What follows belongs to an exercise in optimizing a design on an open flow for small area; a production flow would make more cautious choices.
In this exercise RTL edits were held to simulation tests only and were not proved equivalent to the original.

Design cordic_top, start of the top module:
module cordic_top (
    input  logic               i_clk,
    input  logic               i_reset,
    input  logic               i_valid,
    input  logic signed [31:0] i_x,
    input  logic signed [31:0] i_y,
    input  logic signed [31:0] i_angle,
    output logic               o_valid,
    output logic signed [31:0] o_x,
    output logic signed [31:0] o_y
);
    logic [1:0] q0;
    assign q0 = i_angle[31:30];
    logic flip0, odd0, exact0;
    assign flip0  = q0[1] ^ q0[0];
    assign odd0   = q0[0];
    assign exact0 = (i_angle[29:0] == 30'd0);
    logic ny0;
    assign ny0 = exact0 ? q0[1] : flip0;   
    logic signed [30:0] z0;
    assign z0 = {i_angle[30], i_angle[29:0]};   
    logic signed [31:0] xex, yex;
    assign xex = odd0 ? {i_y[30:0], 1'b0} : {i_x[30:0], 1'b0};
    assign yex = odd0 ? {i_x[30:0], 1'b0} : {i_y[30:0], 1'b0};
    logic d0;
    assign d0 = z0[30];
    logic signed [29:0] z1;
    logic signed [29:0] zp1, zm1;
    assign zp1 = 30'(add_c(32'(z0), 32'd536870912, 1'b0));
    assign zm1 = 30'(add_c(32'(z0), ~32'd536870912, 1'b1));
    assign z1 = d0 ? zp1 : zm1;
    logic d1;
    assign d1 = z1[29];
    logic p0;
    assign p0 = ~d0;
    logic signed [31:0] xf0, yf0;
    assign xf0 = i_x;
    assign yf0 = i_y ^ {32{p0}};
    logic signed [29:0] z2;
    logic signed [29:0] zp2, zm2;
    assign zp2 = 30'(add_c(32'(z1), 32'd316933406, 1'b0));
    assign zm2 = 30'(add_c(32'(z1), ~32'd316933406, 1'b1));
    assign z2 = d1 ? zp2 : zm2;
    logic d2;
    assign d2 = z2[29];
    logic signed [31:0] x1, y1, tx0, ty0;
    assign ty0 = yf0 >>> 0;
    assign tx0 = xf0 >>> 0;
    logic fy0;
    assign fy0 = d0 ^ ~d1;
    logic cx1, cy1;
    assign x1 = add_c(xf0, ty0, p0);
    assign y1 = add_x(~yf0, tx0, 1'b0, fy0);
    assign cx1 = 1'b0;
    assign cy1 = ~p0 ^ fy0;
    logic signed [31:0] xs1, ys1;
    logic cxs1, cys1;
    assign xs1 = exact0 ? xex : x1;
    assign ys1 = exact0 ? yex : y1;
    assign cxs1 = ~exact0 & cx1;
    assign cys1 = ~exact0 & cy1;
    logic signed [28:0] z3;
    logic signed [28:0] zp3, zm3;
    assign zp3 = 29'(add_c(32'(z2), 32'd167458907, 1'b0));
    assign zm3 = 29'(add_c(32'(z2), ~32'd167458907, 1'b1));
    assign z3 = d2 ? zp3 : zm3;
    logic d3;
  ...
==> flow/config.mk <==
export PLATFORM = sky130hd
export DESIGN_NAME = cordic_top
export DESIGN_NICKNAME = cordic_top
export VERILOG_FILES = /design/flow/design.v
export SDC_FILE = /design/flow/constraint.sdc
export NUM_CORES = 4
export LEC_CHECK = 0
export CAP_MARGIN = 20
export CORE_MARGIN = 2
export CORE_UTILIZATION = 45
export CTS_BUF_LIST = sky130_fd_sc_hd__clkbuf_8
export GPL_TIMING_DRIVEN = 0
export SLEW_MARGIN = 20
==> flow/constraint.sdc <==
create_clock -name core_clock -period 6.0 [get_ports {i_clk}]
set_input_delay 1.2000 -clock core_clock [delete_from_list [all_inputs] [get_ports {i_clk}]]
set_output_delay 1.2000 -clock core_clock [all_outputs]
set_load 0.01 [all_outputs]
run.sh (not shown) runs the stock make flow with config.mk's settings and CLKGATE_MAP_FILE= SYNTH_SCRIPT=/design/flow/synth_recipe.tcl, a recipe that flattens the netlist after the stock synthesis.
Rerun with:
CORE_UTILIZATION = 60   (was 45)
CTS_BUF_LIST = unset   (was sky130_fd_sc_hd__clkbuf_8)
=>
- This time the run reached the layout checks and failed them: setup timing
- worst hold slack loses 0.014 ns
- area after synthesis stays the same
- register-to-register slack loses 0.34 ns
- die area came out lower by about 25%
- non-clock buffer count came out higher by 24
- cell area came out lower by 0.41%
- sequential share of layout area stays flat
- final cell count came out lower by 5.4%
- first-iteration DRC count came out higher by about 22%
- routed wire length came out higher by 3.2%
- setup slack loses 0.27 ns
Rerun with:
CORE_UTILIZATION = 45   (was 60)
Outcome: Now the flow completed without violations; register-to-register slack gains 0.24 ns; utilization went down by 17 points; routed wire length went down by 3.5%; fmax went up by 4.1%; flip-flop and latch count is unchanged; worst setup slack gains 0.24 ns.
Rerun with:
ABC_AREA = 1   (was unset)
CTS_BUF_LIST = sky130_fd_sc_hd__clkbuf_8   (was unset)
What happened: The new run finished clean. Final cell count rose by a quarter to a third. Clock-buffer cell count went up by 88. Hold slack loses 0.049 ns. Synthesized area went up by a little under a tenth. Design area increases by a few percent. Non-clock buffer count is lower by 92. Setup slack gets better by 0.14 ns. Utilization shrinks by 1.0 points.

==> what the ideal ports hide <==
The results above use ideal ports. As a check the final layouts listed here were re-extracted and re-timed, cells and wires unchanged.
Step 1, drivers: a clkbuf_16 drives i_clk and a buf_2 each remaining input, both assumed.
Step 2 adds t to the input delays and takes it off the output delays; t is the mean of the earliest and latest rising clock arrival at the registers after step 1. Input paths then give back, and output paths get back, about the clock's delay inside the block.
Three values: ideal, step 1, step 2; two values: the first two.
run | t, ns | setup slack, ns | worst slew at a driven data input, ns | pins driven straight from the clock port
the first run | 1.041 | 0.165 / 0.133 / -0.816 | 0.16 | 1
the second run | 0.909 | -0.100 / -0.100 / -0.582 | 0.11 | 1
the third run | 0.893 | 0.139 / 0.117 / -0.554 | 0.13 | 1
the fourth run | 1.091 | 0.282 / 0.199 / -0.642 | 0.08 | 1
With both steps, setup timing fails in the first run, the third run and the fourth run, where it was met with ideal ports. The setup slack of the first run, which loses most, moves by -0.032 ns with the drivers and by -0.981 ns with both steps.
